Background: an optimization exercise with open tools, aiming at small area, a short achievable clock period and few clock cycles. Do not read the settings as production practice. No functional check of the RTL was part of any run shown here. Power is estimated from default activity; no workload was simulated.

--- flow/config.mk ---
export PLATFORM = sky130hd
export DESIGN_NAME = chip8_cpu
export DESIGN_NICKNAME = chip8_cpu
export VERILOG_FILES = /design/flow/design.v
export SDC_FILE = /design/flow/constraint.sdc
export NUM_CORES = 4
export LEC_CHECK = 0
export ABC_CLOCK_PERIOD_IN_PS = 3000
export CAP_MARGIN = 20
export CORE_MARGIN = 2
export CORE_UTILIZATION = 40
export SETUP_SLACK_MARGIN = 5
export SLEW_MARGIN = 20
--- flow/constraint.sdc ---
create_clock -name core_clock -period 10.0 [get_ports {clk}]
set_input_delay 2.0000 -clock core_clock [delete_from_list [all_inputs] [get_ports {clk}]]
set_output_delay 2.0000 -clock core_clock [all_outputs]
set_load 0.01 [all_outputs]
--- flow/design.v ---
`timescale 1ns/1ns
`default_nettype none
package chip8_bus_pkg;
  typedef logic [11:0] addr_t;
  typedef logic [7:0] data_t;
  localparam addr_t PROGRAM_START = 12'h200;
  localparam addr_t INSTR_BYTES = 12'd2;
endpackage
`default_nettype wire
`timescale 1ns/1ns
`default_nettype none
package chip8_isa_pkg;
  typedef logic [3:0] reg_idx_t;
  typedef struct packed {
    logic [3:0] op;
    reg_idx_t x;
    reg_idx_t y;
    logic [3:0] n;
  } nib_view_t;
  typedef struct packed {
    logic [3:0] op;
    reg_idx_t x;
    logic [7:0] kk;
  } imm_view_t;
  typedef struct packed {
    logic [3:0] op;
    logic [11:0] nnn;
  } addr_view_t;
  typedef union packed {
    nib_view_t nib;
    imm_view_t imm;
    addr_view_t addr;
  } opcode_t;
  localparam logic [3:0] OP_SYS = 4'h0;
  localparam logic [3:0] OP_JP = 4'h1;
  localparam logic [3:0] OP_CALL = 4'h2;
  localparam logic [3:0] OP_SE_IMM = 4'h3;
  localparam logic [3:0] OP_SNE_IMM = 4'h4;
  localparam logic [3:0] OP_SE_REG = 4'h5;
  localparam logic [3:0] OP_LD_IMM = 4'h6;
  localparam logic [3:0] OP_ADD_IMM = 4'h7;
  localparam logic [3:0] OP_ALU = 4'h8;
  localparam logic [3:0] OP_SNE_REG = 4'h9;
  localparam logic [3:0] OP_LD_I = 4'hA;
  localparam logic [3:0] OP_JP_V0 = 4'hB;
  localparam logic [3:0] OP_MISC = 4'hF;
  localparam logic [7:0] MISC_GET_DT = 8'h07;
  localparam logic [7:0] MISC_SET_DT = 8'h15;
  localparam logic [7:0] MISC_ADD_I = 8'h1E;
  localparam logic [7:0] MISC_BCD = 8'h33;
  localparam logic [7:0] MISC_STORE = 8'h55;
  localparam logic [7:0] MISC_LOAD = 8'h65;
  localparam logic [15:0] OPC_RET = 16'h00EE;
  localparam reg_idx_t FLAG_REG = 4'hF;
endpackage
`default_nettype wire
`timescale 1ns/1ns
`default_nettype none
module chip8_alu (
  input wire [3:0] op,
  input wire chip8_bus_pkg::data_t kk,
  input wire chip8_bus_pkg::data_t a,
  input wire chip8_bus_pkg::data_t b,
  input wire chip8_bus_pkg::data_t timer,
  output chip8_bus_pkg::data_t result,
  output logic wr,
  output logic flag,
  output logic flag_en,
  output logic skip
);
  logic [3:0] n;
  logic is_alu;
  logic inv_a;
  logic inv_b;
  chip8_bus_pkg::data_t p;
  chip8_bus_pkg::data_t q;
  logic [8:0] sum;
  logic eq_ab;
  logic eq_ak;
  assign n = kk[3:0];
  assign is_alu = (op == chip8_isa_pkg::OP_ALU);
  assign inv_a = is_alu & (n == 4'h7);
  assign inv_b = is_alu & (n == 4'h5);
  assign p = inv_a ? ~a : a;
  assign q = (op == chip8_isa_pkg::OP_ADD_IMM) ? kk : (inv_b ? ~b : b);
  assign sum = {1'b0, p} + {1'b0, q} + {8'd0, inv_a | inv_b};
  assign eq_ab = (a == b);
  assign eq_ak = (a == kk);
  always_comb begin
    result = a;
    flag = 1'b0;
    flag_en = 1'b0;
    case (n)
      4'h0: result = b;
      4'h1: result = a | b;
      4'h2: result = a & b;
      4'h3: result = a ^ b;
      4'h4: begin
        result = sum[7:0];
        flag = sum[8];
        flag_en = 1'b1;
      end
      4'h5: begin
        result = sum[7:0];
        flag = sum[8];
        flag_en = 1'b1;
      end
      4'h6: begin
        result = a >> 1;
        flag = a[0];
        flag_en = 1'b1;
      end
      4'h7: begin
        result = sum[7:0];
        flag = sum[8] & ~eq_ab;
        flag_en = 1'b1;
      end
      4'hE: begin
        result = a << 1;
        flag = a[7];
        flag_en = 1'b1;
      end
      default: ;
    endcase
    case (op)
      chip8_isa_pkg::OP_LD_IMM: result = kk;
      chip8_isa_pkg::OP_ADD_IMM: result = sum[7:0];
      chip8_isa_pkg::OP_MISC: result = timer;
      default: ;
    endcase
    flag_en = flag_en & is_alu;
  end
  always_comb begin
    wr = 1'b0;
    skip = 1'b0;
    case (op)
      chip8_isa_pkg::OP_SE_IMM: skip = eq_ak;
      chip8_isa_pkg::OP_SNE_IMM: skip = ~eq_ak;
      chip8_isa_pkg::OP_SE_REG: skip = (n == 4'h0) & eq_ab;
      chip8_isa_pkg::OP_SNE_REG: skip = (n == 4'h0) & ~eq_ab;
      chip8_isa_pkg::OP_LD_IMM: wr = 1'b1;
      chip8_isa_pkg::OP_ADD_IMM: wr = 1'b1;
      chip8_isa_pkg::OP_ALU: wr = 1'b1;
      chip8_isa_pkg::OP_MISC: wr = (kk == chip8_isa_pkg::MISC_GET_DT);
      default: ;
    endcase
  end
endmodule
`default_nettype wire
`timescale 1ns/1ns
`default_nettype none
module chip8_regfile (
  input wire clk,
  input wire reset,
  input wire chip8_isa_pkg::reg_idx_t rd_x_idx,
  input wire chip8_isa_pkg::reg_idx_t rd_y_idx,
  input wire wr_en,
  input wire chip8_isa_pkg::reg_idx_t wr_idx,
  input wire chip8_bus_pkg::data_t wr_data,
  input wire flag_wr_en,
  input wire flag_data,
  output chip8_bus_pkg::data_t rd_x_data,
  output chip8_bus_pkg::data_t rd_y_data,
  output chip8_bus_pkg::data_t v0_data
);
  chip8_bus_pkg::data_t regs [16];
  assign rd_x_data = regs[rd_x_idx];
  assign rd_y_data = regs[rd_y_idx];
  assign v0_data = regs[0];
  chip8_bus_pkg::data_t wd;
  logic fd;
  assign wd = wr_data & {8{~reset}};
  assign fd = flag_data & ~reset;
  always_ff @(posedge clk) begin
    for (int r = 0; r < 15; r++) begin
      if (reset || (wr_en && wr_idx == 4'(r))) regs[r] <= wd;
    end
    if (reset || flag_wr_en) regs[15] <= {7'd0, fd};
    else if (wr_en && wr_idx == 4'd15) regs[15] <= wd;
  end
endmodule
`default_nettype wire
`timescale 1ns/1ns
`default_nettype none
module chip8_call_stack #(
  parameter int STACK_DEPTH = 16
) (
  input wire clk,
  input wire reset,
  input wire push,
  input wire pop,
  input wire chip8_bus_pkg::addr_t push_addr,
  output chip8_bus_pkg::addr_t top
);
  localparam int IDX_W = $clog2(STACK_DEPTH);
  localparam logic [IDX_W:0] FULL_COUNT = (IDX_W + 1)'(STACK_DEPTH);
  chip8_bus_pkg::addr_t entries [STACK_DEPTH];
  logic [IDX_W:0] count;
  logic [IDX_W-1:0] top_idx;
  assign top_idx = count[IDX_W-1:0] - IDX_W'(1);
  assign top = entries[top_idx];
  always_ff @(posedge clk or posedge reset) begin
    if (reset) begin
      count <= '0;
    end else if (push) begin
      count <= count + 1'b1;
    end else if (pop) begin
      count <= count - 1'b1;
    end
  end
  always_ff @(posedge clk) begin
    if (push) entries[count[IDX_W-1:0]] <= push_addr;
  end
endmodule
`default_nettype wire
`timescale 1ns/1ns
`default_nettype none
module chip8_delay_timer #(
  parameter int TICK_DIV = 64
) (
  input wire clk,
  input wire reset,
  input wire load,
  input wire chip8_bus_pkg::data_t load_value,
  output chip8_bus_pkg::data_t value
);
  localparam int CNT_W = $clog2(TICK_DIV + 1);
  localparam logic [CNT_W-1:0] LAST = CNT_W'(TICK_DIV - 1);
  logic [CNT_W-1:0] div_cnt;
  logic tick;
  assign tick = (div_cnt == LAST);
  always_ff @(posedge clk or posedge reset) begin
    if (reset) begin
      div_cnt <= '0;
      value <= '0;
    end else begin
      div_cnt <= tick ? '0 : div_cnt + 1'b1;
      if (load) begin
        value <= load_value;
      end else if (tick && value != '0) begin
        value <= value - 8'd1;
      end
    end
  end
endmodule
`default_nettype wire
`timescale 1ns/1ns
`default_nettype none
module chip8_control (
  input wire clk,
  input wire reset,
  input wire mem_req_ready,
  input wire mem_rsp_valid,
  input wire chip8_bus_pkg::data_t mem_rdata,
  input wire chip8_bus_pkg::data_t rd_x_data,
  input wire chip8_bus_pkg::data_t rd_y_data,
  input wire chip8_bus_pkg::data_t v0_data,
  input wire chip8_bus_pkg::addr_t stack_top,
  input wire chip8_bus_pkg::data_t timer_value,
  output logic mem_req_valid,
  output logic mem_req_write,
  output chip8_bus_pkg::addr_t mem_addr,
  output chip8_bus_pkg::data_t mem_wdata,
  output chip8_isa_pkg::reg_idx_t rd_x_idx,
  output chip8_isa_pkg::reg_idx_t rd_y_idx,
  output logic wr_en,
  output chip8_isa_pkg::reg_idx_t wr_idx,
  output chip8_bus_pkg::data_t wr_data,
  output logic flag_wr_en,
  output logic flag_data,
  output logic stack_push,
  output logic stack_pop,
  output chip8_bus_pkg::addr_t push_addr,
  output logic timer_load,
  output chip8_bus_pkg::data_t timer_load_value
);
  localparam logic [1:0] MK_STORE = 2'd0;
  localparam logic [1:0] MK_BCD = 2'd1;
  localparam logic [1:0] MK_LOAD = 2'd2;
  logic rq_v;
  logic rq_w;
  chip8_bus_pkg::addr_t rq_a;    
  chip8_bus_pkg::data_t rq_d;
  logic [1:0] ocnt;      
  logic [1:0] dcnt;      
  logic use_npc;         
  chip8_bus_pkg::addr_t npc;   
  logic half;            
  logic squash;          
  chip8_bus_pkg::data_t hi_q;
  logic hi_jp, hi_call, hi_00, hi_f;
  chip8_bus_pkg::data_t lo_q;
  logic ir_v;            
  chip8_bus_pkg::data_t opx;
  chip8_bus_pkg::data_t opy;
  chip8_isa_pkg::reg_idx_t xidx;
  chip8_bus_pkg::addr_t i_reg;
  logic m_iss;           
  logic [1:0] m_kind;
  logic [3:0] mcnt;      
  logic [3:0] mlast;
  logic l_act;           
  logic [3:0] lidx;
  logic [1:0] b_h;
  logic [6:0] b_rem;
  logic [3:0] op;
  assign op = hi_q[7:4];
  chip8_bus_pkg::data_t e_data;
  logic e_wr, e_flag, e_flag_en, e_skip;
  chip8_alu chip8_alu_inst (
    .op, .kk(lo_q), .a(opx), .b(opy), .timer(timer_value),
    .result(e_data), .wr(e_wr), .flag(e_flag), .flag_en(e_flag_en), .skip(e_skip)
  );
  logic dzero, en_ib, en_hi, en_lo, en_lo_ok, en_ld;
  logic rsp, ib, hi_b, lo_b, lo_ok, ld_rsp;
  logic r_jc, r_ret, r_redir, r_mop;
  logic lo_mop, lo_store, lo_bcd, lo_load;
  logic e_redir, redirect;
  logic acc_rd, slot_free, stalled_rd, room;
  logic [1:0] ocnt_a;
  chip8_bus_pkg::addr_t tgt;
  chip8_bus_pkg::addr_t npc_inc;
  chip8_bus_pkg::addr_t bnnn_tgt;
  chip8_bus_pkg::addr_t a_seq;
  chip8_bus_pkg::addr_t a_base;
  chip8_bus_pkg::addr_t a_free;
  assign rsp = mem_rsp_valid;
  assign dzero = (dcnt == 2'd0);
  assign en_ib = dzero & ~l_act;
  assign en_hi = en_ib & ~half;
  assign en_lo = en_ib & half;
  assign en_lo_ok = en_lo & ~squash;
  assign en_ld = dzero & l_act;
  assign ib = rsp & en_ib;
  assign hi_b = rsp & en_hi;
  assign lo_b = rsp & en_lo;
  assign lo_ok = rsp & en_lo_ok;
  assign ld_rsp = rsp & en_ld;
  assign lo_store = (mem_rdata == chip8_isa_pkg::MISC_STORE);
  assign lo_bcd = (mem_rdata == chip8_isa_pkg::MISC_BCD);
  assign lo_load = (mem_rdata == chip8_isa_pkg::MISC_LOAD);
  assign lo_mop = lo_store | lo_bcd | lo_load;
  assign r_jc = lo_ok & (hi_jp | hi_call);
  assign r_ret = lo_ok & hi_00 & (mem_rdata == 8'hEE);
  assign r_redir = r_jc | r_ret;
  assign r_mop = lo_ok & hi_f & lo_mop;
  assign e_redir = ir_v & (op == chip8_isa_pkg::OP_JP_V0);
  assign redirect = r_redir | e_redir;
  assign acc_rd = rq_v & mem_req_ready & ~rq_w;
  assign slot_free = ~rq_v | mem_req_ready;
  assign stalled_rd = rq_v & ~mem_req_ready & ~rq_w;
  assign ocnt_a = ocnt + {1'b0, acc_rd} - {1'b0, rsp};
  assign room = (ocnt_a != 2'd2);
  assign npc_inc = npc + 12'd1;
  assign bnnn_tgt = {hi_q[3:0], lo_q} + chip8_bus_pkg::addr_t'(v0_data);
  always_comb begin
    if (r_ret) tgt = stack_top;
    else if (r_jc) tgt = {hi_q[3:0], mem_rdata};
    else tgt = bnnn_tgt;
  end
  assign push_addr = npc_inc;
  assign stack_push = lo_ok & hi_call;
  assign stack_pop = r_ret;
  assign rd_x_idx = m_iss ? mcnt : xidx;
  assign rd_y_idx = mem_rdata[7:4];
  assign timer_load_value = opx;
  assign timer_load = ir_v & (op == chip8_isa_pkg::OP_MISC) & (lo_q == chip8_isa_pkg::MISC_SET_DT);
  assign flag_wr_en = ir_v & e_flag_en;
  assign flag_data = e_flag;
  always_comb begin
    if (ld_rsp) begin
      wr_en = 1'b1;
      wr_idx = lidx;
      wr_data = mem_rdata;
    end else begin
      wr_en = ir_v & e_wr;
      wr_idx = hi_q[3:0];
      wr_data = e_data;
    end
  end
  logic [1:0] h_dig;
  logic [6:0] h_rem;
  always_comb begin
    if (rd_x_data >= 8'd200) begin
      h_dig = 2'd2;
      h_rem = 7'(rd_x_data - 8'd200);
    end else if (rd_x_data >= 8'd100) begin
      h_dig = 2'd1;
      h_rem = 7'(rd_x_data - 8'd100);
    end else begin
      h_dig = 2'd0;
      h_rem = rd_x_data[6:0];
    end
  end
  logic [3:0] t_dig;
  logic [3:0] u_dig;
  chip8_bus_pkg::data_t bcd_d;
  assign t_dig = 4'(b_rem / 7'd10);
  assign u_dig = 4'(b_rem % 7'd10);
  assign bcd_d = mcnt[1] ? 8'(b_rem) : (mcnt[0] ? 8'(t_dig) : 8'(b_h));
  logic m_first;         
  logic s_go, c_go, f_go;
  logic [1:0] s_kind;
  logic [3:0] s_last;
  assign s_kind = lo_store ? MK_STORE : (lo_bcd ? MK_BCD : MK_LOAD);
  assign s_last = lo_bcd ? 4'd2 : hi_q[3:0];
  assign s_go = slot_free & (~lo_load | room);
  assign c_go = slot_free & m_iss & ((m_kind != MK_LOAD) | room);
  assign f_go = slot_free & ~m_iss & ~r_mop & room;
  assign a_seq = rq_v ? rq_a + 12'd1 : rq_a;
  always_comb begin
    if (m_iss) a_base = m_first ? i_reg : a_seq;
    else if (e_redir) a_base = bnnn_tgt;
    else if (use_npc) a_base = npc;
    else a_base = a_seq;
  end
  always_comb begin
    if (r_ret) a_free = stack_top;
    else if (r_jc) a_free = {hi_q[3:0], mem_rdata};
    else if (r_mop) a_free = i_reg;
    else a_free = a_base;
  end
  assign mem_req_valid = rq_v;
  assign mem_req_write = rq_w;
  assign mem_addr = rq_a;
  assign mem_wdata = rq_d;
  always_ff @(posedge clk) begin
    if (slot_free) begin
      rq_w <= r_mop ? ~lo_load : (m_iss & (m_kind != MK_LOAD));
      rq_a <= a_free;
      rq_d <= r_mop ? (lo_bcd ? 8'(h_dig) : v0_data) : ((m_kind == MK_BCD) ? bcd_d : rd_x_data);
    end
    if (hi_b) begin
      hi_q <= mem_rdata;
      hi_jp <= (mem_rdata[7:4] == chip8_isa_pkg::OP_JP);
      hi_call <= (mem_rdata[7:4] == chip8_isa_pkg::OP_CALL);
      hi_00 <= (mem_rdata == 8'h00);
      hi_f <= (mem_rdata[7:4] == chip8_isa_pkg::OP_MISC);
      xidx <= mem_rdata[3:0];
    end
    lo_q <= mem_rdata;
    opx <= rd_x_data;
    opy <= rd_y_data;
    if (r_mop) mlast <= s_last;
    if (!m_iss) begin
      b_h <= h_dig;
      b_rem <= h_rem;
    end else if (slot_free && m_kind == MK_BCD && mcnt == 4'd1) begin
      b_rem <= 7'(u_dig);
    end
    if (!l_act) lidx <= '0;
    else if (ld_rsp) lidx <= lidx + 4'd1;
  end
  always_ff @(posedge clk or posedge reset) begin
    if (reset) begin
      rq_v <= 1'b0;
      ocnt <= '0;
      dcnt <= '0;
      use_npc <= 1'b1;
      npc <= chip8_bus_pkg::PROGRAM_START;
      half <= 1'b0;
      squash <= 1'b0;
      ir_v <= 1'b0;
      i_reg <= '0;
      m_iss <= 1'b0;
      m_first <= 1'b0;
      m_kind <= '0;
      mcnt <= '0;
      l_act <= 1'b0;
    end else begin
      ocnt <= ocnt_a;
      if (redirect) npc <= tgt;
      else if (ib) npc <= npc_inc;
      if (redirect || r_mop) dcnt <= ocnt_a + {1'b0, stalled_rd};
      else if (rsp && !dzero) dcnt <= dcnt - 2'd1;
      if (redirect) half <= 1'b0;
      else if (ib) half <= ~half;
      ir_v <= lo_ok & ~r_redir & ~r_mop;
      if (lo_b) squash <= 1'b0;
      else if (ir_v && e_skip) squash <= 1'b1;
      if (ir_v) begin
        if (op == chip8_isa_pkg::OP_LD_I) i_reg <= {hi_q[3:0], lo_q};
        else if (op == chip8_isa_pkg::OP_MISC && lo_q == chip8_isa_pkg::MISC_ADD_I)
          i_reg <= i_reg + chip8_bus_pkg::addr_t'(opx);
      end
      if (r_mop) l_act <= lo_load;
      else if (ld_rsp && lidx == mlast) l_act <= 1'b0;
      if (slot_free) rq_v <= r_mop ? s_go : (m_iss ? c_go : room);
      if (r_mop) use_npc <= 1'b1;
      else if (redirect) use_npc <= ~slot_free;
      else if (f_go) use_npc <= 1'b0;
      if (r_mop) begin
        m_kind <= s_kind;
        m_first <= ~slot_free;
        if (s_go) begin
          m_iss <= (s_last != 4'd0);
          mcnt <= 4'd1;
        end else begin
          m_iss <= 1'b1;
          mcnt <= 4'd0;
        end
      end else begin
        if (slot_free) m_first <= 1'b0;
        if (c_go) begin
          m_iss <= (mcnt != mlast);
          mcnt <= mcnt + 4'd1;
        end
      end
    end
  end
endmodule
`default_nettype wire
`timescale 1ns/1ns
`default_nettype none
module chip8_cpu #(
  parameter int TICK_DIV = 64,
  parameter int STACK_DEPTH = 16
) (
  input wire clk,
  input wire reset,
  input wire mem_req_ready,
  input wire mem_rsp_valid,
  input wire chip8_bus_pkg::data_t mem_rdata,
  output logic mem_req_valid,
  output logic mem_req_write,
  output chip8_bus_pkg::addr_t mem_addr,
  output chip8_bus_pkg::data_t mem_wdata
);
  chip8_isa_pkg::reg_idx_t rd_x_idx;
  chip8_isa_pkg::reg_idx_t rd_y_idx;
  chip8_isa_pkg::reg_idx_t wr_idx;
  chip8_bus_pkg::data_t rd_x_data;
  chip8_bus_pkg::data_t rd_y_data;
  chip8_bus_pkg::data_t v0_data;
  chip8_bus_pkg::data_t wr_data;
  chip8_bus_pkg::data_t timer_value;
  chip8_bus_pkg::data_t timer_load_value;
  chip8_bus_pkg::addr_t stack_top;
  chip8_bus_pkg::addr_t push_addr;
  logic wr_en;
  logic flag_wr_en;
  logic flag_data;
  logic stack_push;
  logic stack_pop;
  logic timer_load;
  chip8_control chip8_control_inst (
    .clk, .reset,
    .mem_req_ready, .mem_rsp_valid, .mem_rdata,
    .rd_x_data, .rd_y_data, .v0_data,
    .stack_top, .timer_value,
    .mem_req_valid, .mem_req_write, .mem_addr, .mem_wdata,
    .rd_x_idx, .rd_y_idx,
    .wr_en, .wr_idx, .wr_data, .flag_wr_en, .flag_data,
    .stack_push, .stack_pop, .push_addr,
    .timer_load, .timer_load_value
  );
  chip8_regfile chip8_regfile_inst (
    .clk, .reset, .rd_x_idx, .rd_y_idx,
    .wr_en, .wr_idx, .wr_data, .flag_wr_en, .flag_data,
    .rd_x_data, .rd_y_data, .v0_data
  );
  chip8_call_stack #(.STACK_DEPTH(STACK_DEPTH)) chip8_call_stack_inst (
    .clk, .reset, .push(stack_push), .pop(stack_pop), .push_addr, .top(stack_top)
  );
  chip8_delay_timer #(.TICK_DIV(TICK_DIV)) chip8_delay_timer_inst (
    .clk, .reset, .load(timer_load), .load_value(timer_load_value), .value(timer_value)
  );
endmodule
`default_nettype wire
--- flow/run.sh ---
#!/bin/bash
# synth_recipe.tcl (not shown) runs the flow's synth.tcl, then flattens the netlist and writes it again
# the make line also repeats each setting of config.mk as NAME=value (left out here)
make -C /OpenROAD-flow-scripts/flow DESIGN_CONFIG=/design/flow/config.mk WORK_HOME=/design/flow/orfs CLKGATE_MAP_FILE= SYNTH_SCRIPT=/design/flow/synth_recipe.tcl finish
==> impl_metrics.tcl, run 1 <==
set metrics [dict create \
    outcome "timing/DRC/antenna clean" \
    cp_max_fo 36 \
    required_ns 10.38 \
    relSlewSlack 0.153 \
    stdcell_count 3050 \
    grt_overflow 0 \
    hold_path.class "reg -> reg" \
    reg2regPathDepth 13 \
    synth-main-ff-cell "edfxtp_1" \
    max-cap-violations 0 \
    drc_errors 0 \
    setup_viol 0 \
    grt_first_pass_wirelength_mm 119 \
    cts_buffer_depth 3 \
    ant_nets 0 \
    synth_seq_cells 455 \
    design_area_um2 27700 \
    leakage_nw 9.94 \
    fin_nets 2300 \
    syn_avg_cell_area_um2 11.2 \
    fin_skew_ns 0.0645 \
    clock_power_share 0.224 \
    r2r_end "chip8_control_inst.b_rem[5]" \
    worstPathCellList "clkdlybuf4s50_1, buf_4, or2_2, nor4_4, o211ai_1, inv_2, buf_4, nor2_1, a32oi_1, o311ai_0, a21oi_1, a21oi_1" \
    cts.sinks 455 \
    startpoint "mem_rdata[7]" \
    syn-cell-area_um2 24700 \
    clock_latency_ns 0.64 \
    place_congestion 0.950 \
    switching_share 0.405 \
    synth_top_cell_by_area "edfxtp_1" \
    die_width_um 252 \
    cp_slowest_cell "nor4_4" \
    synth_edf_count 359 \
    synth_most_common_cell "edfxtp_1" \
    internal_power_mw 4.98 \
    clk_pin_slew_worst_paths_ns 0.06 \
    max_freq_mhz 206 \
    vdd_ir_drop_max_mv 0.167 \
    synth_cells 2210 \
    largest_reg_flops 192 \
    synth_area_leaders "edfxtp_1, dfrtp_1, mux4_2" \
    grt_start_max_net_pins 78 \
    synth-seq-area-share 0.528 \
    dp_hpwl_mm 55.7 \
    viasPerCell 6.27 \
    placed_area_um2 25800 \
    hold_violations 0 \
    dp_slack_ns 4.31 \
    io_buffers 33 \
    cts_hold_buf 0 \
    cts_root_buf "clkbuf_16" \
    p_seq_frac 0.353 \
    fin_util 0.451 \
    max_stage_delay_ns 0.51 \
    dr.first_iter.drc_count 2430 \
    crit_end "chip8_control_inst.rq_a[8]" \
    yosys_warnings 6 \
    h-tree-depth 2 \
    cpLargestDelayFamily "simple AND/OR/NAND/NOR gates" \
    hold_slack_ns 0.460 \
    worst_slack_ns 5.14 \
    layout_min_cycle_time_ns 4.86 \
    routed_wl_mm 80.4 \
    min_period_over_period 0.486 \
    synth_top_area_share 0.437 \
    rsz0062_at_grt "no" \
    drv_slew 0 \
    via_count 19100 \
    arrival_ns 5.24 \
    dr.pass1.iters 8 \
    total_power_mw 8.37 \
    ys_top_cells_by_count "edfxtp_1, nand2_1, nor2_1" \
    n_fill_cell 5589 \
    placementRows 91 \
    cts_buffers 50 \
    initial_core_util 0.402 \
    finalSetupTns_ns 0 \
    dp_cells 2949 \
    diodes 0 \
    cp.depth 12 \
    timing.rr.start "chip8_control_inst.m_iss" \
    crit_buf_inv 4 \
    end_kind "flop" \
    power_density_nw_per_um2 302 \
    p_sw_mw 3.39 \
    p_comb_frac 0.423 \
    startpoint_type "input pin" \
    ys_types 91 \
    async_reset_ff_frac 0.134 \
    area_growth_pct 12.3 \
    r2r_setup_slack_ns 5.17 \
    die_h_um 252 \
    syn_nets 2291 \
    pin_count 34 \
    dieArea_um2 63700 \
    path_class "in -> reg" \
    grtUsageTotal 0.249 \
    grt_pass1_vias 18100 \
    post_drt_wl_per_cell_um 26.4 \
    core-area_um2 61400 \
    tightest_slew_ns 1.27 \
    cts_tree "built" \
    layout-drive-gt1-share 0.121 \
    antenna_found_initial 3 \
]
## layout make-up
type / instances / area [um^2] / share of cell area
clock buffer: 57 / 1280 / 0.0461
timing repair buffer: 91 / 754 / 0.0272
multi-input combinational: 1529 / 10900 / 0.394
tap: 790 / 988 / 0.0357
clock inverter: 36 / 393 / 0.0142
sequential: 455 / 13000 / 0.470
inverter: 92 / 347 / 0.0125
## cells in the final DEF, fill, tap and decap left out, types with 10 or more instances in the layout
cell and count:
nor3_1 32, edfxtp_1 359, and2_1 20, a21o_1 13, ha_1 63, o211ai_1 33, mux2i_1 36, a22o_1 28
clkbuf_16 50, nand3_1 54, nand2b_1 26, a31oi_1 31, nor2b_1 28, and3_1 21, a22oi_1 24, inv_1 87
o22ai_1 18, a221oi_1 23, nor2_1 175, clkinv_2 11, nor4_1 13, nor2_2 10, xor2_1 42, a21oi_1 140
buf_4 57, nand2_1 197, o21ai_0 128, xnor2_1 62, nand3b_1 10, dfxtp_1 35, mux4_2 58, dfrtp_1 57
a211oi_1 23, clkdlybuf4s50_1 30
## worst reg2reg max path, cell delays in order (launching register included)
cell and delay, ns:
dfrtp_2 0.66, buf_6 0.42, and3_1 0.52, or2_2 0.44, a221oi_1 0.16, or3_1 0.38
a31oi_2 0.46, inv_1 0.19, ha_1 0.25, a311oi_4 0.29, a21o_4 0.21, inv_2 0.08
o211ai_2 0.17, mux2_1 0.33
## what timing repair did
item	CTS	global route
endpoints found under the setup margin	79	93
gates resized for setup	9	11
pin swaps	0	1
endpoints found under the hold margin	0	0
setup buffers	0	6
cloned	0	0
## cells by family after synthesis
family | after synthesis | synth area share
AND/OR/NAND/NOR | 652 | 0.126
AO/OA/AOI/OAI | 593 | 0.160
flip-flops | 455 | 0.528
buffers and inverters | 226 | 0.0369
XOR/XNOR | 108 | 0.0384
multiplexers | 107 | 0.0744
adder cells (fa/ha/maj) | 69 | 0.0365
## layer usage
layer,vias to the layer above,wire [um],track usage
met1,9406,33000,0.341
met5,-,40,0
met3,232,7500,0.0459
met4,6,3770,0.110
met2,1126,36100,0.386
li1,8340,-,-
## power groups by stage
| stage | combinational [mW] | sequential [mW] | clock, mW |
|---|---|---|---|
| detailed placement | 3.42 | 2.98 | 0 |
| finish | 3.54 | 2.95 | 1.88 |
| floorplan | 2.45 | 2.73 | 0 |
| global placement | 3.37 | 2.97 | 0 |
| CTS | 3.45 | 2.94 | 1.91 |
| global route | 3.80 | 2.98 | 1.98 |
## worst min path at each step
stage | from | to | slack, ns | cells past startpoint
2_1_floorplan | chip8_delay_timer_inst.div_cnt[0] | chip8_delay_timer_inst.div_cnt[0] | 0.43 | 1
3_3_place_gp | chip8_delay_timer_inst.div_cnt[0] | chip8_delay_timer_inst.div_cnt[0] | 0.45 | 1
3_5_place_dp | chip8_delay_timer_inst.div_cnt[0] | chip8_delay_timer_inst.div_cnt[0] | 0.46 | 1
4_1_cts | chip8_delay_timer_inst.div_cnt[0] | chip8_delay_timer_inst.div_cnt[0] | 0.46 | 1
5_1_grt | chip8_delay_timer_inst.div_cnt[0] | chip8_delay_timer_inst.div_cnt[0] | 0.48 | 1
6_report | chip8_delay_timer_inst.div_cnt[0] | chip8_delay_timer_inst.div_cnt[0] | 0.46 | 1
==> inputs of run 2 (changes only) <==
==> flow/flow/run.sh (new file) <==
#!/bin/bash
# the standard layout, with its timing repair aiming for a larger setup margin
set -euo pipefail
bash standard.sh SETUP_SLACK_MARGIN=6.5 finish > standard.log 2>&1
==> flow/standard.sh (new file) <==
#!/bin/bash
# synth_recipe.tcl (not shown) runs the flow's synth.tcl, then flattens the netlist and writes it again
# the make line also repeats each setting of config.mk as NAME=value (left out here)
make -C /OpenROAD-flow-scripts/flow DESIGN_CONFIG=/design/flow/config.mk WORK_HOME=/design/flow/orfs CLKGATE_MAP_FILE= SYNTH_SCRIPT=/design/flow/synth_recipe.tcl "${@:-finish}"
removed: flow/run.sh
==> run 2 against run 1 <==
Effect of this change:
- non-clock buffer count grew 155
- sequential share of layout area decreased by 4.5 points
- wire length grew 16%
- worst setup slack better by 1.0 ns
- hold slack improved by 0.0082 ns
- die area is the same
- sequential power is essentially flat
- synthesized cell count did not move
- clock power is essentially flat
- cell area is 11% higher
- clock-buffer cell count unchanged
- highest routed layer is now met4
==> impl_metrics.tcl, run 2 <==
set metrics [dict create \
    grt_start_max_net_pins 54 \
    dr.pass1.iters 8 \
    drv_slew 0 \
    path_class "reg -> reg" \
    leakage_nw 11.3 \
    synth_area_leaders "edfxtp_1, dfrtp_1, mux4_2" \
    grt_pass1_vias 19000 \
    fin_skew_ns 0.0488 \
    hold_path.class "reg -> reg" \
    synth-seq-area-share 0.528 \
    syn-cell-area_um2 24700 \
    cts_tree "built" \
    synth_edf_count 359 \
    grtUsageTotal 0.288 \
    synth_top_cell_by_area "edfxtp_1" \
    syn_nets 2291 \
    required_ns 10.43 \
    cts_buffer_depth 3 \
    post_drt_wl_per_cell_um 29.0 \
    min_period_over_period 0.385 \
    placementRows 91 \
    stdcell_count 3206 \
    hp-start "chip8_delay_timer_inst.div_cnt[0]" \
    hold_path_depth 1 \
    power_density_nw_per_um2 308 \
    vdd_ir_drop_max_mv 0.150 \
    cts.sinks 455 \
    arrival_ns 4.28 \
    cts_root_buf "clkbuf_16" \
    antenna_found_initial 0 \
    worstPathCellList "inv_2, nand2_4, nor3_4, and2_4, nand2_4, xnor2_1, fa_2, fa_2, buf_6, buf_6, xor2_4, o22ai_4, a2111oi_4, nor2_1, o21ai_2, a31oi_4, and2_4" \
    dieArea_um2 63700 \
    dr.first_iter.drc_count 2724 \
    internal_power_mw 5.54 \
    clk_pin_slew_worst_paths_ns 0.06 \
    dp_cells 2936 \
    ant_nets 0 \
    placed_area_um2 26100 \
    drc_errors 0 \
    min_to "chip8_delay_timer_inst.div_cnt[0]" \
    fin_util 0.499 \
    initial_core_util 0.402 \
    h-tree-depth 2 \
    ys_types 91 \
    max-cap-violations 0 \
    tightest_slew_ns 1.06 \
    layout_min_cycle_time_ns 3.85 \
    design_area_um2 30600 \
    final_common_cell "edfxtp_1" \
    n_fill_cell 5328 \
    outcome "timing/DRC/antenna clean" \
    end_kind "flop" \
    synth_cells 2210 \
    mostFrequentLayoutCells "edfxtp_1, nand2_1, buf_4" \
    hold_violations 0 \
    p_sw_mw 3.88 \
    die_width_um 252 \
    async_reset_ff_frac 0.134 \
    rsz0062_at_grt "yes" \
    dr.max_layer_used "met4" \
    clock_latency_ns 0.64 \
    timing.rr.start "chip8_control_inst.hi_q[6]" \
    p_seq_frac 0.312 \
    cts_buffers 49 \
    diodes 0 \
    dp_hpwl_mm 61.8 \
    wl_met2_mm 42.2 \
    max_freq_mhz 260 \
    dr_wl_met3_mm 7.98 \
    viasPerCell 6.30 \
    switching_share 0.412 \
    startpoint_type "flop" \
    yosys_warnings 6 \
    via_count 20200 \
    syn_avg_cell_area_um2 11.2 \
    synth-main-ff-cell "edfxtp_1" \
    finalSetupTns_ns 0 \
    clock_power_share 0.200 \
    reg2regPathDepth 17 \
    ys_top_cells_by_count "edfxtp_1, nand2_1, nor2_1" \
    routed_wl_mm 92.9 \
    p_comb_frac 0.488 \
    synth_most_common_cell "edfxtp_1" \
    cp_max_fo 8 \
    synth_top_area_share 0.437 \
    grt_overflow 0 \
    pin_count 34 \
    area_growth_pct 24.2 \
    die_h_um 252 \
    synth_seq_cells 455 \
    core-area_um2 61400 \
    r2r_setup_slack_ns 6.15 \
    relSlewSlack 0.292 \
    fin_nets 2457 \
    max_stage_delay_ns 0.43 \
    r2r_end "chip8_regfile_inst.regs[2][2]" \
    cp_slowest_cell "fa_2" \
    place_congestion 0.980 \
    layout-drive-gt1-share 0.244 \
    grt_first_pass_wirelength_mm 134 \
    wl_met1_mm 37.5 \
    io_buffers 33 \
    hold_slack_ns 0.468 \
    largest_reg_flops 192 \
    setup_viol 0 \
]
run 2: cell count changes in the layout (fill, tap and decap cells not counted), moves of 20 or more:
| cell | change |
|---|---|
| buf_4 | +100 |
| nor2_4 | +27 |
| clkdlybuf4s50_1 | -25 |
| buf_6 | +23 |
| buf_12 | +22 |
| nand2_1 | -20 |
| nor2_1 | -20 |
run 2: critical path: cells and delay by family (launching register included):
kind | cells | cell delay, ns
AO/OA/AOI/OAI | 4 | 0.61
XOR/XNOR | 2 | 0.37
adder cells (fa/ha/maj) | 2 | 0.83
buffers and inverters | 3 | 0.34
flip-flops | 1 | 0.40
AND/OR/NAND/NOR | 6 | 1.06
run 2: cell type report:
type,count,area (um^2),share of cell area
Clock buffer,57,1260,0.0410
Clock inverter,34,385,0.0126
Tap cell,790,988,0.0323
Multi-Input combinational cell,1531,12000,0.392
Sequential cell,455,13000,0.425
Timing Repair Buffer,246,2560,0.0835
Inverter,92,389,0.0127
Timing Repair inverter,1,8.76,0.000286
run 2: power by group through the flow:
| stage | combinational (mW) | sequential, mW | clock, mW |
|---|---|---|---|
| 2_1_floorplan | 2.52 | 2.73 | 0 |
| 3_3_place_gp | 3.57 | 2.98 | 0 |
| 3_5_place_dp | 3.60 | 2.97 | 0 |
| 4_1_cts | 4.27 | 2.92 | 1.90 |
| 5_1_grt | 4.86 | 2.95 | 1.97 |
| 6_report | 4.60 | 2.94 | 1.88 |
run 2: worst max path at each step:
stage                                          start                             end  slack [ns]  cells after the start
final                     chip8_control_inst.hi_q[6]   chip8_regfile_inst.regs[2][2]        6.15                     17
after global routing      chip8_control_inst.hi_q[6]  chip8_regfile_inst.regs[15][6]        6.04                     21
after CTS                               mem_rdata[7]      chip8_control_inst.rq_a[9]        6.19                     13
after detailed placement                mem_rdata[7]      chip8_control_inst.rq_a[9]        4.20                     13
after global placement                  mem_rdata[7]      chip8_control_inst.rq_a[9]        4.25                     13
after floorplan                         mem_rdata[4]      chip8_control_inst.rq_a[9]        5.93                     11
run 2: cells by family (layout without fill, tap and decap cells):
family,count (synthesis),count (layout),share of synthesized area
and+or+nand+nor,652,654,0.126
muxes,107,107,0.0744
adders and majority gates,69,69,0.0365
xor gates and xnor gates,108,108,0.0384
buffers and inverters,226,430,0.0369
DFF,455,455,0.528
AOI/OAI and AO/OA,593,593,0.160
run 2: per-stage QoR:
step	setup WS, ns	total power, mW
final	6.15	9.42
after global routing	6.04	9.79
after CTS	6.19	9.09
after detailed placement	4.20	6.57
after global placement	4.25	6.54
after floorplan	5.93	5.26
run 2: repair_timing:
item,CTS,global route
hold buffers,0,0
pin swaps,70,74
buffers inserted,123,41
resized for setup,238,85
cloned,15,0
setup endpoints to repair,541,270
run 2: routing by layer:
metal  GRT usage  vias up
met5           0        -
li1            -     8665
met4       0.131        0
met2       0.454     1194
met3      0.0484      301
met1       0.390    10000
==> inputs of run 3 (changes only) <==
--- a/flow/design.v
+++ b/flow/design.v
@@ -63,2 +63,5 @@
   input wire chip8_bus_pkg::data_t b,
+  input wire inv_a,
+  input wire inv_b,
+  input wire use_kk,
   input wire chip8_bus_pkg::data_t timer,
@@ -72,4 +75,2 @@
   logic is_alu;
-  logic inv_a;
-  logic inv_b;
   chip8_bus_pkg::data_t p;
@@ -81,6 +82,4 @@
   assign is_alu = (op == chip8_isa_pkg::OP_ALU);
-  assign inv_a = is_alu & (n == 4'h7);
-  assign inv_b = is_alu & (n == 4'h5);
-  assign p = inv_a ? ~a : a;
-  assign q = (op == chip8_isa_pkg::OP_ADD_IMM) ? kk : (inv_b ? ~b : b);
+  assign p = a ^ {8{inv_a}};
+  assign q = (use_kk ? kk : b) ^ {8{inv_b}};
   assign sum = {1'b0, p} + {1'b0, q} + {8'd0, inv_a | inv_b};
@@ -303,4 +302,3 @@
   logic [3:0] lidx;
-  logic [1:0] b_h;
-  logic [6:0] b_rem;
+  logic inv_a, inv_b, use_kk;    
   logic [3:0] op;
@@ -310,3 +308,3 @@
   chip8_alu chip8_alu_inst (
-    .op, .kk(lo_q), .a(opx), .b(opy), .timer(timer_value),
+    .op, .kk(lo_q), .a(opx), .b(opy), .inv_a, .inv_b, .use_kk, .timer(timer_value),
     .result(e_data), .wr(e_wr), .flag(e_flag), .flag_en(e_flag_en), .skip(e_skip)
@@ -363,3 +361,3 @@
   assign stack_pop = r_ret;
-  assign rd_x_idx = m_iss ? mcnt : xidx;
+  assign rd_x_idx = (m_iss && m_kind == MK_STORE) ? mcnt : xidx;
   assign rd_y_idx = mem_rdata[7:4];
@@ -381,15 +379,2 @@
   logic [1:0] h_dig;
-  logic [6:0] h_rem;
-  always_comb begin
-    if (rd_x_data >= 8'd200) begin
-      h_dig = 2'd2;
-      h_rem = 7'(rd_x_data - 8'd200);
-    end else if (rd_x_data >= 8'd100) begin
-      h_dig = 2'd1;
-      h_rem = 7'(rd_x_data - 8'd100);
-    end else begin
-      h_dig = 2'd0;
-      h_rem = rd_x_data[6:0];
-    end
-  end
   logic [3:0] t_dig;
@@ -397,5 +382,6 @@
   chip8_bus_pkg::data_t bcd_d;
-  assign t_dig = 4'(b_rem / 7'd10);
-  assign u_dig = 4'(b_rem % 7'd10);
-  assign bcd_d = mcnt[1] ? 8'(b_rem) : (mcnt[0] ? 8'(t_dig) : 8'(b_h));
+  assign h_dig = (rd_x_data >= 8'd200) ? 2'd2 : ((rd_x_data >= 8'd100) ? 2'd1 : 2'd0);
+  assign t_dig = 4'((opx / 8'd10) % 8'd10);
+  assign u_dig = 4'(opx % 8'd10);
+  assign bcd_d = mcnt[1] ? 8'(u_dig) : (mcnt[0] ? 8'(t_dig) : 8'(h_dig));
   logic m_first;         
@@ -444,8 +430,5 @@
     if (r_mop) mlast <= s_last;
-    if (!m_iss) begin
-      b_h <= h_dig;
-      b_rem <= h_rem;
-    end else if (slot_free && m_kind == MK_BCD && mcnt == 4'd1) begin
-      b_rem <= 7'(u_dig);
-    end
+    inv_a <= (op == chip8_isa_pkg::OP_ALU) && (mem_rdata[3:0] == 4'h7);
+    inv_b <= (op == chip8_isa_pkg::OP_ALU) && (mem_rdata[3:0] == 4'h5);
+    use_kk <= (op == chip8_isa_pkg::OP_ADD_IMM);
     if (!l_act) lidx <= '0;
==> run 3 against run 2 <==
Effect of this change:
- clock skew decreased by 0.0040 ns
- combinational power fell by 29%
- wire length is 1.9% lower
- via count hardly changed
- synthesized cell count is essentially flat
- clock-buffer cell count grew 3
==> impl_metrics.tcl, run 3 <==
set metrics [dict create \
    post_drt_wl_per_cell_um 28.7 \
    die_width_um 252 \
    initial_core_util 0.402 \
    arrival_ns 3.99 \
    cts_buffers 48 \
    clock_latency_ns 0.63 \
    core-area_um2 61400 \
    pin_count 34 \
    mostFrequentLayoutCells "edfxtp_1, nand2_1, nor2_1" \
    final_common_cell "edfxtp_1" \
    tightest_slew_ns 0.997 \
    via_count 20200 \
    cts.sinks 449 \
    clk_pin_slew_worst_paths_ns 0.06 \
    h-tree-depth 2 \
    antenna_found_initial 2 \
    async_reset_ff_frac 0.136 \
    drc_errors 0 \
    io_buffers 33 \
    leakage_nw 11.2 \
    max-cap-violations 0 \
    setup_viol 0 \
    grt_overflow 0 \
    synth-main-ff-cell "edfxtp_1" \
    worst_slack_ns 6.34 \
    synth_most_common_cell "edfxtp_1" \
    rsz0062_at_grt "yes" \
    largest_reg_flops 192 \
    area_growth_pct 23.1 \
    grt_pass1_vias 19300 \
    synth_top_cell_by_area "edfxtp_1" \
    die_h_um 252 \
    synth_seq_cells 449 \
    required_ns 10.33 \
    grt_start_max_net_pins 54 \
    design_area_um2 30300 \
    startpoint_type "input pin" \
    grt_first_pass_wirelength_mm 132 \
    path_class "in -> reg" \
    finalSetupTns_ns 0 \
    cts_hold_buf 0 \
    dp_hpwl_mm 59.0 \
    relSlewSlack 0.332 \
    ant_nets 0 \
    dr.first_iter.drc_count 2670 \
    outcome "timing/DRC/antenna clean" \
    cts_root_buf "clkbuf_16" \
    dp_slack_ns 4.30 \
    fin_skew_ns 0.0448 \
    syn-cell-area_um2 24700 \
    timing.rr.start "chip8_control_inst.opx[6]" \
    r2r_setup_slack_ns 6.35 \
    cts_buffer_depth 3 \
    cp_max_fo 7 \
    placed_area_um2 26200 \
    syn_nets 2290 \
    synth_top_area_share 0.426 \
    layout_min_cycle_time_ns 3.66 \
    startpoint "mem_rdata[5]" \
    dr.pass1.iters 6 \
    viasPerCell 6.36 \
    r2r_end "chip8_control_inst.rq_d[2]" \
    ys_types 95 \
    ys_top_cells_by_count "edfxtp_1, nand2_1, nor2_1" \
    grtUsageTotal 0.281 \
    hold_violations 0 \
    diodes 0 \
    power_density_nw_per_um2 259 \
    drv_slew 0 \
    end_kind "flop" \
    dieArea_um2 63600 \
    syn_avg_cell_area_um2 11.1 \
    hold_path.class "reg -> reg" \
    synth_edf_count 350 \
    place_congestion 0.944 \
    fin_nets 2426 \
    synth-seq-area-share 0.519 \
    hp-start "chip8_delay_timer_inst.div_cnt[0]" \
    placementRows 91 \
    crit_end "chip8_control_inst.rq_d[2]" \
    vdd_ir_drop_max_mv 0.204 \
    routed_wl_mm 91.2 \
    synth_area_leaders "edfxtp_1, dfrtp_1, mux4_2" \
    min_period_over_period 0.366 \
    layout-drive-gt1-share 0.230 \
    reg2regPathDepth 17 \
    cts_tree "built" \
    max_freq_mhz 273 \
    synth_cells 2212 \
    yosys_warnings 6 \
]
[run 3: cell types whose count changed after synthesis, moves of 12 or more]
cell / previous run / this run
inv_1: 88 / 76
nand3_1: 55 / 72
a21oi_1: 141 / 123
nand2_1: 197 / 211
mux2i_1: 36 / 68
a211oi_1: 23 / 11
[run 3: routing by layer]
metal / wire length [um] / GRT usage / up-vias
li1: - / - / 8649
met1: 36700 / 0.384 / 10100
met2: 41400 / 0.440 / 1159
met3: 8840 / 0.0563 / 245
met4: 4250 / 0.115 / 4
met5: 27 / 0 / -
[run 3: cell type report]
type,instances,area (um^2)
Tap cell,790,988
Clock buffer,60,1250
Clock inverter,29,422
Multi-Input combinational cell,1552,12100
Timing Repair inverter,1,16.3
Timing Repair Buffer,218,2360
Sequential cell,449,12800
Fill cell,5385,31000
Inverter,78,372
[run 3: cells by family after synthesis]
logic type / Yosys count / share of synthesized area
xor+xnor: 111 / 0.0394
mux: 148 / 0.0926
compound gates: 534 / 0.144
simple gates: 690 / 0.133
fa+ha+maj: 67 / 0.0354
flops: 449 / 0.519
buf+inv: 213 / 0.0364
[run 3: stage by stage]
| step | power, mW | utilization | std cells | hold WS (ns) |
|---|---|---|---|---|
| after global routing | 8.19 | 0.494 | 3177 | 0.500 |
| final | 7.84 | 0.494 | 3177 | 0.460 |
| after floorplan | 4.56 | - | 2212 | 0.433 |
| after CTS | 7.65 | 0.481 | 3139 | 0.465 |
| after global placement | 5.50 | 0.427 | 2954 | 0.449 |
| after detailed placement | 5.55 | 0.427 | 2954 | 0.457 |
[run 3: how the worst min path moves through the flow]
| stage | end | slack (ns) | cells past startpoint |
|---|---|---|---|
| 3_3_place_gp | chip8_delay_timer_inst.div_cnt[0] | 0.45 | 1 |
| 5_1_grt | chip8_delay_timer_inst.div_cnt[0] | 0.50 | 1 |
| 4_1_cts | chip8_delay_timer_inst.div_cnt[0] | 0.46 | 1 |
| 2_1_floorplan | chip8_delay_timer_inst.div_cnt[0] | 0.43 | 1 |
| 6_report | chip8_delay_timer_inst.div_cnt[0] | 0.46 | 1 |
| 3_5_place_dp | chip8_delay_timer_inst.div_cnt[0] | 0.46 | 1 |
[run 3: repair_timing]
item                                    4_1_cts  5_1_grt
cloned                                       14        3
endpoints found under the setup margin      540      184
resized for setup                           189      105
pin swaps                                    44       51
buffers inserted                             82       35
[run 3: where the power goes]
part / internal, mW / total, mW / switching, mW
logic: 1.34 / 3.26 / 1.91
clock network: 1.10 / 1.90 / 0.792
registers: 2.42 / 2.69 / 0.274
[run 3: critical path, stage by stage]
cell and delay [ns]:
buf_2 0.16, buf_12 0.17, nor2b_4 0.15, o211ai_1 0.24
a21boi_2 0.10, buf_6 0.14, nand2_8 0.14, clkinv_16 0.08
buf_4 0.16, nand3_1 0.10, nand3_1 0.10, a2111oi_2 0.36
a21oi_1 0.07
==> inputs of run 4 (changes only) <==
==> flow/flow/run.sh (replaced) <==
#!/bin/bash
# the standard layout, with its timing repair aiming for a larger setup margin
set -euo pipefail
bash standard.sh SETUP_SLACK_MARGIN=7 finish > standard.log 2>&1
==> run 4 against run 3 <==
Effect of this change:
- still clean on timing, DRC and antenna
- synthesized cell count unchanged
- clock power hardly changed
- flip-flop and latch count stayed put
- sequential share of layout area decreased by 3.8 points
- core utilization rose by 5.0 points
- register-to-register slack worse by 0.03 ns
- cell area increased by 10%
- critical endpoint is now chip8_control_inst.rq_d[3]
==> impl_metrics.tcl, run 4 <==
set metrics [dict create \
    dp_slack_ns 4.29 \
    reg2regPathDepth 17 \
    syn-cell-area_um2 24700 \
    fin_skew_ns 0.0392 \
    hold_path_depth 1 \
    synth_cells 2212 \
    largest_reg_flops 192 \
    async_reset_ff_frac 0.136 \
    cts_buffer_depth 3 \
    final_common_cell "edfxtp_1" \
    r2r_end "chip8_control_inst.rq_d[3]" \
    r2r_setup_slack_ns 6.32 \
    worst_slack_ns 6.32 \
    synth_top_cell_by_area "edfxtp_1" \
    clock_latency_ns 0.65 \
    dieArea_um2 63600 \
    die_width_um 252 \
    startpoint "chip8_control_inst.opx[6]" \
    placementRows 91 \
    drv_slew 0 \
    crit_end "chip8_control_inst.rq_d[3]" \
    clock_power_share 0.227 \
    mostFrequentLayoutCells "edfxtp_1, buf_4, nand2_1" \
    clk_pin_slew_worst_paths_ns 0.06 \
    grtUsageTotal 0.297 \
    synth_top_area_share 0.426 \
    via_count 21200 \
    dr.first_iter.drc_count 2745 \
    setup_viol 0 \
    cp.depth 17 \
    switching_share 0.390 \
    grt_pass1_vias 20300 \
    max_stage_delay_ns 0.34 \
    rsz0062_at_grt "yes" \
    diodes 0 \
    crit_buf_inv 2 \
    internal_power_mw 5.02 \
    p_sw_mw 3.20 \
    h-tree-depth 2 \
    cp_max_fo 5 \
    hold_violations 0 \
    synth_edf_count 350 \
    relSlewSlack 0.289 \
    end_kind "flop" \
    grt_first_pass_wirelength_mm 138 \
    min_period_over_period 0.368 \
    cp_slowest_cell "dfxtp_2" \
    cpLargestDelayFamily "compound AO/OA/AOI/OAI gates" \
    area_growth_pct 35.4 \
    cts_root_buf "clkbuf_16" \
    initial_core_util 0.402 \
    synth_seq_cells 449 \
    ys_top_cells_by_count "edfxtp_1, nand2_1, nor2_1" \
    layout_min_cycle_time_ns 3.68 \
    core-area_um2 61400 \
    grt_overflow 0 \
    cts_tree "built" \
    synth_most_common_cell "edfxtp_1" \
    outcome "timing/DRC/antenna clean" \
    cts.sinks 449 \
    antenna_found_initial 0 \
    power_density_nw_per_um2 246 \
    vdd_ir_drop_max_mv 0.196 \
    p_comb_frac 0.444 \
    arrival_ns 4.03 \
    timing.rr.start "chip8_control_inst.opx[6]" \
    max_freq_mhz 272 \
    ys_types 95 \
    cts_hold_buf 0 \
    hold_path.class "reg -> reg" \
    hp-start "chip8_delay_timer_inst.div_cnt[0]" \
    io_buffers 33 \
    yosys_warnings 6 \
    synth-seq-area-share 0.519 \
    post_drt_wl_per_cell_um 29.6 \
    startpoint_type "flop" \
    routed_wl_mm 98.1 \
    dr.pass1.iters 7 \
    dp_hpwl_mm 58.1 \
    layout-drive-gt1-share 0.338 \
    syn_nets 2290 \
    grt_start_max_net_pins 49 \
    syn_avg_cell_area_um2 11.1 \
    fin_nets 2560 \
    leakage_nw 12.4 \
    tightest_slew_ns 1.06 \
    cts_buffers 49 \
    synth-main-ff-cell "edfxtp_1" \
    hold_slack_ns 0.460 \
    pin_count 34 \
    place_congestion 0.971 \
    p_seq_frac 0.329 \
    viasPerCell 6.39 \
    finalSetupTns_ns 0 \
    ant_nets 0 \
    required_ns 10.36 \
    drc_errors 0 \
    total_power_mw 8.22 \
    die_h_um 252 \
    worstPathCellList "buf_12, inv_8, ha_4, and2_4, a32oi_4, a21o_1, nand2_1, o211ai_1, ha_2, and2_4, nand4_1, a21o_1, ha_2, o21bai_1, mux2_4, a221oi_4, a211oi_2" \
    path_class "reg -> reg" \
    synth_area_leaders "edfxtp_1, dfrtp_1, mux4_2" \
    max-cap-violations 0 \
]
[run 4: cell counts after synthesis]
No cell type changed its count.
[run 4: timing repair]
item                                   4_1_cts  5_1_grt
resized for setup                          426      185
pin swaps                                  124      102
setup endpoints to repair                  622      489
endpoints found under the hold margin        0        0
gates cloned                                21        2
buffers inserted                           196       60
[run 4: logic make-up after synthesis]
kind of cell | synth area share
compound gates | 0.144
xor+xnor | 0.0394
fa+ha+maj | 0.0354
buf+inv | 0.0364
flops | 0.519
mux | 0.0926
simple gates | 0.133
[run 4: metrics by stage]
step	area, um^2	instances	util
CTS	32000	3250	0.521
finish	33400	3313	0.544
floorplan	25900	2212	-
detailed placement	26600	2941	0.433
global placement	26600	2941	0.433
global route	33400	3313	0.544
[run 4: worst min-delay path by stage]
stage,to,slack (ns)
floorplan,chip8_delay_timer_inst.div_cnt[0],0.43
global placement,chip8_delay_timer_inst.div_cnt[0],0.45
detailed placement,chip8_delay_timer_inst.div_cnt[0],0.45
CTS,chip8_delay_timer_inst.div_cnt[0],0.46
global route,chip8_delay_timer_inst.div_cnt[0],0.50
finish,chip8_delay_timer_inst.div_cnt[0],0.46
[run 4: cell type report]
class	count	area, um^2
clock buffers	61	1290
clock inverters	31	355
fillers	4945	28000
inverters	78	374
multi-input cells	1556	13400
flip-flops and latches	449	12800
well taps	790	988
repair buffers	347	4160
repair inverters	1	16.3
[run 4: worst register-to-register path, stage by stage (launching register included)]
cell and delay, ns:
dfxtp_2 0.34, buf_12 0.12, inv_8 0.03, ha_4 0.21
and2_4 0.16, a32oi_4 0.19, a21o_1 0.24, nand2_1 0.11
o211ai_1 0.30, ha_2 0.25, and2_4 0.14, nand4_1 0.09
a21o_1 0.23, ha_2 0.17, o21bai_1 0.15, mux2_4 0.30
a221oi_4 0.31, a211oi_2 0.08
[run 4: routing by layer]
metal / routed length [um] / vias up / part of all wire / global-route usage
met5: 0 / - / 0 / 0
met4: 7270 / 0 / 0.074 / 0.161
met3: 10100 / 451 / 0.10 / 0.0680
met2: 43600 / 1440 / 0.44 / 0.461
met1: 37200 / 10400 / 0.38 / 0.386
li1: - / 8914 / - / -
[run 4: power groups by stage]
stage | Clock [mW] | Combinational [mW] | Sequential, mW
6_report | 1.87 | 3.65 | 2.70
4_1_cts | 1.88 | 3.32 | 2.69
3_3_place_gp | 0 | 2.78 | 2.76
5_1_grt | 1.95 | 3.88 | 2.72
3_5_place_dp | 0 | 2.85 | 2.76
2_1_floorplan | 0 | 2.05 | 2.61
==> inputs of run 5 (changes only) <==
==> flow/flow/run.sh (replaced) <==
#!/bin/bash
# the standard layout, with its timing repair aiming for a larger setup margin,
# plain buffers on the ports and cell sizing not held to the same footprint
set -euo pipefail
bash standard.sh SETUP_SLACK_MARGIN=6.5 MATCH_CELL_FOOTPRINT=0 "BUFFER_PORTS_ARGS=-buffer_cell sky130_fd_sc_hd__buf_4" finish > standard.log 2>&1
==> run 5 against run 4 <==
Effect of this change:
- global-route usage down 1.6 points
- non-clock buffer count decreased by 155
- clock-buffer cell count grew 3
- wire length shrank 8.6%
- still clean
- critical path depth fell by 2
- sequential power rose by 1%
==> impl_metrics.tcl, run 5 <==
set metrics [dict create \
    outcome "timing/DRC/antenna clean" \
    synth-seq-area-share 0.519 \
    max-cap-violations 0 \
    dp_slack_ns 4.03 \
    synth_edf_count 350 \
    pin_count 34 \
    leakage_nw 10.8 \
    post_drt_wl_per_cell_um 28.4 \
    vdd_ir_drop_max_mv 0.171 \
    grtUsageTotal 0.281 \
    setup_viol 0 \
    cts_buffer_depth 3 \
    syn_nets 2290 \
    switching_share 0.385 \
    dr.pass1.iters 6 \
    synth_area_leaders "edfxtp_1, dfrtp_1, mux4_2" \
    clock_power_share 0.238 \
    end_kind "flop" \
    hold_violations 0 \
    synth-main-ff-cell "edfxtp_1" \
    tightest_slew_ns 1.10 \
    grt_start_max_net_pins 46 \
    grt_overflow 0 \
    largest_reg_flops 192 \
    die_width_um 252 \
    drc_errors 0 \
    fin_skew_ns 0.0594 \
    relSlewSlack 0.263 \
    worst_slack_ns 6.32 \
    min_period_over_period 0.368 \
    die_h_um 252 \
    cts_buffers 49 \
    ant_nets 0 \
    synth_top_cell_by_area "edfxtp_1" \
    finalSetupTns_ns 0 \
    clk_pin_slew_worst_paths_ns 0.07 \
    placed_area_um2 26100 \
    crit_path_frequent_cell "ha_4" \
    via_count 19900 \
    rsz0062_at_grt "yes" \
    synth_cells 2212 \
    startpoint_type "flop" \
    worstPathCellList "clkinvlp_4, ha_4, a22o_1, a221o_1, a31o_2, o211ai_1, ha_2, and2_4, nand4_1, a21o_1, ha_4, o21bai_4, mux2_4, a221oi_4, a211oi_2" \
    routed_wl_mm 89.7 \
    path_class "reg -> reg" \
    syn_avg_cell_area_um2 11.1 \
    cp_max_fo 4 \
    cts_tree "built" \
    initial_core_util 0.402 \
    grt_first_pass_wirelength_mm 132 \
    area_growth_pct 21.0 \
    cpLargestDelayFamily "compound AO/OA/AOI/OAI gates" \
    clock_latency_ns 0.65 \
    cts.sinks 449 \
    viasPerCell 6.32 \
    p_seq_frac 0.355 \
    placementRows 91 \
    final_common_cell "edfxtp_1" \
    place_congestion 0.996 \
    dr.first_iter.drc_count 2352 \
    cts_root_buf "clkbuf_16" \
    mostFrequentLayoutCells "edfxtp_1, nand2_1, nor2_1" \
    p_sw_mw 2.96 \
    synth_most_common_cell "edfxtp_1" \
    dieArea_um2 63600 \
    arrival_ns 4.02 \
    yosys_warnings 6 \
    crit_buf_inv 1 \
    hold_path.class "reg -> reg" \
    max_stage_delay_ns 0.37 \
    required_ns 10.33 \
    max_freq_mhz 271 \
    grt_pass1_vias 19300 \
    p_comb_frac 0.407 \
    ys_top_cells_by_count "edfxtp_1, nand2_1, nor2_1" \
    syn-cell-area_um2 24700 \
    drv_slew 0 \
    io_buffers 33 \
    dp_hpwl_mm 58.7 \
    h-tree-depth 2 \
    fin_nets 2400 \
    layout-drive-gt1-share 0.231 \
    layout_min_cycle_time_ns 3.68 \
    internal_power_mw 4.74 \
    core-area_um2 61400 \
    cp_slowest_cell "dfxtp_4" \
    power_density_nw_per_um2 258 \
    design_area_um2 29800 \
    antenna_found_initial 1 \
    synth_top_area_share 0.426 \
    synth_seq_cells 449 \
    async_reset_ff_frac 0.136 \
    ys_types 95 \
]
## run 5: cells by family after synthesis
| group | count (synthesis) | synth area share |
|---|---|---|
| XOR/XNOR | 111 | 0.0394 |
| AO/OA/AOI/OAI | 534 | 0.144 |
| multiplexers | 148 | 0.0926 |
| AND/OR/NAND/NOR | 690 | 0.133 |
| buffers and inverters | 213 | 0.0364 |
| adder cells (fa/ha/maj) | 67 | 0.0354 |
| flip-flops | 449 | 0.519 |
## run 5: power groups by stage
stage | registers, mW | clock network, mW | logic [mW]
after global placement | 2.77 | 0 | 2.70
after floorplan | 2.60 | 0 | 1.97
after detailed placement | 2.77 | 0 | 2.77
after CTS | 2.72 | 1.85 | 2.95
final | 2.74 | 1.83 | 3.13
after global routing | 2.76 | 1.92 | 3.37
## run 5: final timing paths
check,from,to,slack (ns),cells past startpoint
min,chip8_delay_timer_inst.div_cnt[0],chip8_delay_timer_inst.div_cnt[0],0.48,1
max reg2reg,chip8_control_inst.opx[6],chip8_control_inst.rq_d[3],6.32,15
max in group asynchronous,reset,chip8_call_stack_inst.count[0],7.78,3
max,chip8_control_inst.opx[6],chip8_control_inst.rq_d[3],6.32,15
min in group asynchronous,reset,chip8_control_inst.dcnt[0],1.49,2
min reg2reg,chip8_delay_timer_inst.div_cnt[0],chip8_delay_timer_inst.div_cnt[0],0.48,1
## run 5: metrics by stage
stage	utilization	hold WS, ns	instances	power (mW)
after floorplan	-	0.433	2212	4.57
after global placement	0.425	0.444	2944	5.46
after detailed placement	0.426	0.478	2945	5.54
after CTS	0.474	0.489	3113	7.53
after global routing	0.486	0.519	3152	8.05
final	0.486	0.478	3153	7.70
## run 5: cell type report
| cell class | instances | area, um^2 |
|---|---|---|
| antenna | 1 | 2.50 |
| clock buffer | 64 | 1320 |
| clock inverter | 27 | 282 |
| fill | 5419 | 31500 |
| inverter | 78 | 319 |
| multi-input combinational | 1551 | 12100 |
| sequential | 449 | 12800 |
| tap | 790 | 988 |
| timing repair buffer | 192 | 1980 |
| timing repair inverter | 1 | 7.51 |
## run 5: what timing repair did
| action | in CTS | in global routing |
|---|---|---|
| buffers inserted | 64 | 37 |
| endpoints found under the setup margin | 493 | 238 |
| hold buffers | 0 | 0 |
| pin swaps | 37 | 59 |
| gates cloned | 13 | 2 |
| gates resized for setup | 125 | 89 |
| endpoints found under the hold margin | 0 | 0 |
## run 5: routing by layer
metal,GRT usage,routed length (um)
met1,0.383,35600
met2,0.432,39900
met3,0.0551,9200
met4,0.130,4900
met5,0,12
## run 5: worst register-to-register path, cell delays in order, from the launching register on
cell        delay, ns
dfxtp_4          0.37
clkinvlp_4       0.11
ha_4             0.23
a22o_1           0.24
a221o_1          0.35
a31o_2           0.26
o211ai_1         0.16
ha_2             0.25
and2_4           0.14
nand4_1          0.09
a21o_1           0.22
ha_4             0.17
o21bai_4         0.16
mux2_4           0.29
a221oi_4         0.31
a211oi_2         0.06

## separate check: timing with driven ports
In the flow no input, the clock included, has a driving cell. The finished layouts below were timed again as built, in two steps. Step 1, drivers: a clkbuf_16 drives clk and a buf_2 each remaining input, both assumed. Step 2 times the ports against the registers' clock, not the clock port: input delays grow and output delays shrink by t, the midpoint of the rising clock arrivals with the driver on. Slacks: no drivers / after step 1 / after step 2; pairs: no drivers / after step 1.
| run | t, ns | setup slack, ns | hold slack, ns | worst setup path after step 2 | worst data-port slew with drivers (ns) |
|---|---|---|---|---|---|
| run 1 | 0.673 | 5.138 / 5.171 / 4.511 | 0.460 / 0.460 / 0.460 | input to register | 0.08 |
| run 2 | 0.673 | 6.148 / 6.148 / 5.641 | 0.468 / 0.468 / 0.468 | input to register | 0.08 |
| run 3 | 0.666 | 6.342 / 6.345 / 5.679 | 0.460 / 0.460 / 0.460 | input to register | 0.12 |
| run 4 | 0.688 | 6.322 / 6.322 / 5.658 | 0.460 / 0.460 / 0.460 | input to register | 0.16 |
| run 5 | 0.679 | 6.316 / 6.288 / 5.608 | 0.478 / 0.478 / 0.478 | input to register | 0.26 |
After both steps setup and hold are still met in every run listed. For run 5, which loses most, drivers alone change the setup slack by -0.028 ns; drivers and shift together by -0.708 ns.
